Context: an optimization exercise on an open-source flow, tuned for small area, a short achievable clock period and few clock cycles per item. The choices shown serve that exercise and are no tape-out recipe. Where RTL was checked, it was by simulation tests only, not by an equivalence proof against the original. Power figures rest on the tool's default switching activity, not on a simulated workload.

==> flow/design.v <==
package alu_pkg;
    localparam int data_w  = 32;
    localparam int shamt_w = 5;
    localparam int op_w    = 6;
    localparam int queue_depth = 4;
    localparam int out_credits = 3;
    localparam int cnt_w       = 3;
    localparam int qptr_w      = 2;
    typedef enum logic [op_w-1:0] {
        alu_add   = 6'h00,
        alu_addu  = 6'h01,
        alu_sub   = 6'h02,
        alu_subu  = 6'h03,
        alu_and   = 6'h04,
        alu_or    = 6'h05,
        alu_xor   = 6'h06,
        alu_nor   = 6'h07,
        alu_slt   = 6'h08,
        alu_sltu  = 6'h09,
        alu_lui   = 6'h0a,
        alu_sll   = 6'h10,
        alu_srl   = 6'h11,
        alu_sra   = 6'h12,
        alu_sllv  = 6'h14,
        alu_srlv  = 6'h15,
        alu_srav  = 6'h16,
        alu_rotr  = 6'h18,
        alu_rotrv = 6'h19,
        alu_ins   = 6'h20,
        alu_ext   = 6'h21
    } alu_op_e;
endpackage
`timescale 1ns/1ps
import alu_pkg::*;
module alu_shift_unit
(
    input  logic [data_w-1:0]   src,
    input  logic [shamt_w-1:0]  amount,
    input  logic                left,
    output logic [data_w-1:0]   result
);
    logic [data_w-1:0]  stage [shamt_w+1];
    logic [shamt_w-1:0] amt_eff;
    assign stage[0] = left ? {src[0], src[data_w-1:1]} : src;
    assign amt_eff  = amount ^ {shamt_w{left}};
    for (genvar k = 0; k < shamt_w; k++) begin : g_stage
        for (genvar i = 0; i < data_w; i++) begin : g_bit
            assign stage[k+1][i] = amt_eff[k] ? stage[k][(i + (1 << k)) % data_w] : stage[k][i];
        end
    end
    assign result = stage[shamt_w];
endmodule
`timescale 1ns/1ps
import alu_pkg::*;
module alu_bitfield_unit
(
    input  logic                rotate,
    input  logic                left,
    input  logic                field,
    input  logic                is_ins,
    input  logic                sign_fill,
    input  logic [data_w-1:0]   b,
    input  logic [shamt_w-1:0]  amount,
    input  logic [shamt_w-1:0]  msb,
    input  logic [data_w-1:0]   rotated,
    output logic [data_w-1:0]   result
);
    logic [data_w-1:0] from_amt;
    logic [data_w-1:0] keep;
    logic [data_w-1:0] fill;
    always_comb begin
        for (int i = 0; i < data_w; i++) begin
            from_amt[i] = left ? (i >= amount) : ((data_w - 1 - i) >= amount);
            keep[i]     = rotate | (from_amt[i] & (~field | (i <= msb)));
            fill[i]     = is_ins ? b[i] : sign_fill;
        end
    end
    assign result = (rotated & keep) | (fill & ~keep);
endmodule
`timescale 1ns/1ps
import alu_pkg::*;
module alu_arith_unit
(
    input  logic                subtract,
    input  logic [data_w-1:0]   a,
    input  logic [data_w-1:0]   b,
    output logic [data_w-1:0]   sum,
    output logic                sum_ovf,
    output logic                lt_signed,
    output logic                lt_unsigned,
    output logic                great,
    output logic [data_w-1:0]   prop,
    output logic [data_w-1:0]   gen
);
    logic [data_w-1:0] b_eff, p, g;
    logic [data_w:0] c;    
    assign b_eff = b ^ {data_w{subtract}};
    assign p = a ^ b_eff;
    assign g = a & b_eff;
    assign prop = p;
    assign gen = g;
    logic [data_w-1:0] G [6];
    logic [data_w-1:0] P [6];
    assign G[0] = {g[data_w-1:1], g[0] | (p[0] & subtract)};
    assign P[0] = p;
    for (genvar l = 0; l < 5; l++) begin : g_l
        for (genvar i = 0; i < data_w; i++) begin : g_i
            if ((i >> l) & 1) begin : g_c
                localparam int j = ((i >> l) << l) - 1;
                assign G[l+1][i] = G[l][i] | (P[l][i] & G[l][j]);
                assign P[l+1][i] = P[l][i] & P[l][j];
            end else begin : g_p
                assign G[l+1][i] = G[l][i];
                assign P[l+1][i] = P[l][i];
            end
        end
    end
    assign c = {G[5], subtract};
    assign sum = p ^ c[data_w-1:0];
    assign sum_ovf = c[data_w] ^ c[data_w-1];
    assign lt_signed   = sum[data_w-1] ^ sum_ovf;
    assign lt_unsigned = ~c[data_w];
    assign great = $signed(a) > $signed(b);
endmodule
`timescale 1ns/1ps
import alu_pkg::*;
module alu_core
(
    input  alu_pkg::alu_op_e    op,
    input  logic [data_w-1:0]   a,
    input  logic [data_w-1:0]   b,
    input  logic [shamt_w-1:0]  shamt,
    input  logic [shamt_w-1:0]  rd,
    output logic [data_w-1:0]   result,
    output logic                great,
    output logic                overflow
);
    logic [op_w-1:0]   code;
    logic              is_field;
    logic              is_shift;
    logic              is_ins;
    logic              is_cmp;
    logic              is_logic;
    logic              is_arith;
    logic              is_lui;
    logic              subtract;
    logic              variable;
    logic              left;
    logic              rotate;
    logic              arith_sh;
    logic [data_w-1:0] sum;
    logic              sum_ovf;
    logic              lt_signed;
    logic              lt_unsigned;
    logic [data_w-1:0] sh_src;
    logic [shamt_w-1:0] sh_amt;
    logic [data_w-1:0] rotated;
    logic [data_w-1:0] shift_res;
    logic [data_w-1:0] logic_res;
    logic [data_w-1:0] prop;
    logic [data_w-1:0] gen;
    assign code     = op;
    assign is_field = code[5];
    assign is_ins   = code[5] & ~code[0];
    assign is_lui   = ~code[4] & code[3] & code[1];
    assign is_shift = code[5] | code[4] | is_lui;
    assign is_arith = ~code[5] & ~code[4] & ~code[3] & ~code[2];
    assign is_logic = ~code[4] & ~code[3] & code[2];
    assign is_cmp   = ~code[4] & code[3] & ~code[1];
    assign subtract = ~code[2] & (code[1] | code[3]);
    assign variable = code[2] | (code[3] & code[0]);
    assign left     = (~code[3] & ~code[1] & ~code[0]) | (code[3] & code[1]);
    assign rotate   = code[4] & code[3];
    assign arith_sh = ~code[3] & code[1];
    alu_arith_unit arith_i (
        .subtract    (subtract),
        .a           (a),
        .b           (b),
        .sum         (sum),
        .sum_ovf     (sum_ovf),
        .lt_signed   (lt_signed),
        .lt_unsigned (lt_unsigned),
        .great       (great),
        .prop        (prop),
        .gen         (gen)
    );
    assign sh_src = is_field ? a : b;
    assign sh_amt = is_lui ? shamt_w'(16) : (variable ? a[shamt_w-1:0] : shamt);
    alu_shift_unit shift_i (
        .src    (sh_src),
        .amount (sh_amt),
        .left   (left),
        .result (rotated)
    );
    alu_bitfield_unit field_i (
        .rotate    (rotate),
        .left      (left),
        .field     (is_field),
        .is_ins    (is_ins),
        .sign_fill (arith_sh & b[data_w-1]),
        .b         (b),
        .amount    (sh_amt),
        .msb       (rd),
        .rotated   (rotated),
        .result    (shift_res)
    );
    always_comb begin
        case (code[1:0])
            2'b00:   logic_res = gen;
            2'b01:   logic_res = prop | gen;
            2'b10:   logic_res = prop;
            default: logic_res = ~(prop | gen);
        endcase
    end
    assign result =
        ({data_w{is_arith}} & sum) |
        ({data_w{is_logic}} & logic_res) |
        ({data_w{is_shift}} & shift_res) |
        {{(data_w-1){1'b0}}, is_cmp & (code[0] ? lt_unsigned : lt_signed)};
    assign overflow = sum_ovf & is_arith & ~code[0];
endmodule
`timescale 1ns/1ps
import alu_pkg::*;
module alu_issue_queue
(
    input  logic                clk,
    input  logic                arst_n,
    input  logic                in_valid,
    output logic                in_credit,
    input  logic                out_credit,
    output logic                hold,
    output logic                out_valid
);
    logic              full;
    logic [cnt_w-2:0]  credits;
    assign out_valid = full & (credits != '0);
    assign hold      = ~in_valid;
    always_ff @(posedge clk or negedge arst_n) begin
        if (!arst_n) begin
            full      <= 1'b0;
            credits   <= (cnt_w-1)'(out_credits);
            in_credit <= 1'b0;
        end else begin
            full <= in_valid | (full & ~out_valid);
            case ({out_credit, out_valid})
                2'b10:   credits <= credits + (cnt_w-1)'(1);
                2'b01:   credits <= credits - (cnt_w-1)'(1);
                default: credits <= credits;
            endcase
            in_credit <= out_credit;
        end
    end
endmodule
`timescale 1ns/1ps
import alu_pkg::*;
module alu_exec_top
(
    input  logic                clk,
    input  logic                arst_n,
    input  logic                in_valid,
    input  alu_pkg::alu_op_e             in_op,
    input  logic [data_w-1:0]   in_a,
    input  logic [data_w-1:0]   in_b,
    input  logic [shamt_w-1:0]  in_shamt,
    input  logic [shamt_w-1:0]  in_rd,
    output logic                in_credit,
    output logic                out_valid,
    output logic [data_w-1:0]   out_result,
    output logic                out_zero,
    output logic                out_great,
    output logic                out_overflow,
    input  logic                out_credit
);
    logic                hold;
    logic [data_w-1:0]   next_result;
    logic                next_great;
    logic                next_overflow;
    alu_issue_queue ctrl_i (
        .clk        (clk),
        .arst_n     (arst_n),
        .in_valid   (in_valid),
        .in_credit  (in_credit),
        .out_credit (out_credit),
        .hold       (hold),
        .out_valid  (out_valid)
    );
    alu_core core_i (
        .op       (in_op),
        .a        (in_a),
        .b        (in_b),
        .shamt    (in_shamt),
        .rd       (in_rd),
        .result   (next_result),
        .great    (next_great),
        .overflow (next_overflow)
    );
    always_ff @(posedge clk) begin
        if (!hold) begin
            out_result   <= next_result;
            out_great    <= next_great;
            out_overflow <= next_overflow;
        end
    end
    assign out_zero = (out_result == '0);
endmodule
export LEC_CHECK = 0
export ABC_AREA = 1
export CAP_MARGIN = 20
export CORE_MARGIN = 2
export CORE_UTILIZATION = 50
export SETUP_SLACK_MARGIN = 2.5
export SLEW_MARGIN = 20
create_clock -name core_clock -period 7.0 [get_ports {clk}]
standard.sh (not shown) runs the stock make flow with config.mk's settings and CLKGATE_MAP_FILE= SYNTH_SCRIPT=/design/flow/synth_recipe.tcl, a recipe that flattens the netlist after the stock synthesis.
==> flow/flow/run.sh <==
#!/bin/bash
# Standard layout, with the port buffers the standard flow adds made
# from a plain buf_1 instead of the slow delay buffer buffer_ports picks.
set -euo pipefail
export BUFFER_PORTS_ARGS="-buffer_cell sky130_fd_sc_hd__buf_1"
export REMOVE_ABC_BUFFERS=1
bash standard.sh > standard_flow.log 2>&1
The starting point went through all stages and came out clean.
Next try:
--- a/flow/design.v
+++ b/flow/design.v
@@ -163,14 +163,14 @@
     assign is_field = code[5];
     assign is_ins   = code[5] & ~code[0];
-    assign is_lui   = ~code[4] & code[3] & code[1];
     assign is_shift = code[5] | code[4] | is_lui;
     assign is_arith = ~code[5] & ~code[4] & ~code[3] & ~code[2];
-    assign is_logic = ~code[4] & ~code[3] & code[2];
-    assign is_cmp   = ~code[4] & code[3] & ~code[1];
+    assign is_logic = ~code[5] & ~code[4] & ~code[3] &  code[2];
+    assign is_cmp   = ~code[5] & ~code[4] &  code[3] & ~code[1];
+    assign is_lui   = ~code[5] & ~code[4] &  code[3] &  code[1];
     assign subtract = ~code[2] & (code[1] | code[3]);
-    assign variable = code[2] | (code[3] & code[0]);
-    assign left     = (~code[3] & ~code[1] & ~code[0]) | (code[3] & code[1]);
-    assign rotate   = code[4] & code[3];
-    assign arith_sh = ~code[3] & code[1];
+    assign variable = ~code[5] & (code[2] | (code[3] & code[0]));
+    assign left     = (code[5] & ~code[0]) | (~code[5] & ~code[3] & ~code[1] & ~code[0]) | is_lui;
+    assign rotate   = ~code[5] & code[4] & code[3];
+    assign arith_sh = ~code[5] & ~code[3] & code[1];
     alu_arith_unit arith_i (
         .subtract    (subtract),
What happened: The new run ran to the end with no violations; clock skew drops by 5.0 ps; clock-buffer cell count drops by 1; cell area drops by a few percent; non-clock buffer count drops by 10; area after synthesis drops by a few percent; setup slack is worse by 33 ps; worst hold slack is worse by 25 ps; via count drops by a few percent; combinational power drops by a little under a tenth; wire length drops by a few percent.
Testbench counts after the change, summed over its fixed seeds: cycles 9,608, items 9,600.
Only the layout flow was run in the first run of this note; the RTL was not checked for function there.

[afterwards: timing with drivers on the ports]
No port has a modelled driver above. Below, the same layouts with a new extraction and two added sets of constraints.
Step 1 sets driving cells, clkbuf_16 on the clock port and buf_2 on the other inputs (assumed; they add their load-dependent delay and slew).
Step 2 also shifts input and output timing later by t, the mid clock arrival at the registers, as if the neighbouring blocks saw the same clock.
Slacks: no drivers / after step 1 / after step 2; pairs: no drivers / after step 1.
run | t, ns | setup WS [ns] | latest minus earliest clock arrival (ns) | pins driven straight from the clock port
the first run | 0.344 | 2.627 / 2.651 / 2.307 | 0.011 / 0.012 | 1
the second run | 0.349 | 2.594 / 2.617 / 2.268 | 0.010 / 0.009 | 1
After both steps every run listed still meets setup and hold. For the second run, which loses most, drivers alone change the setup slack by +0.023 ns; drivers and shift together by -0.326 ns.
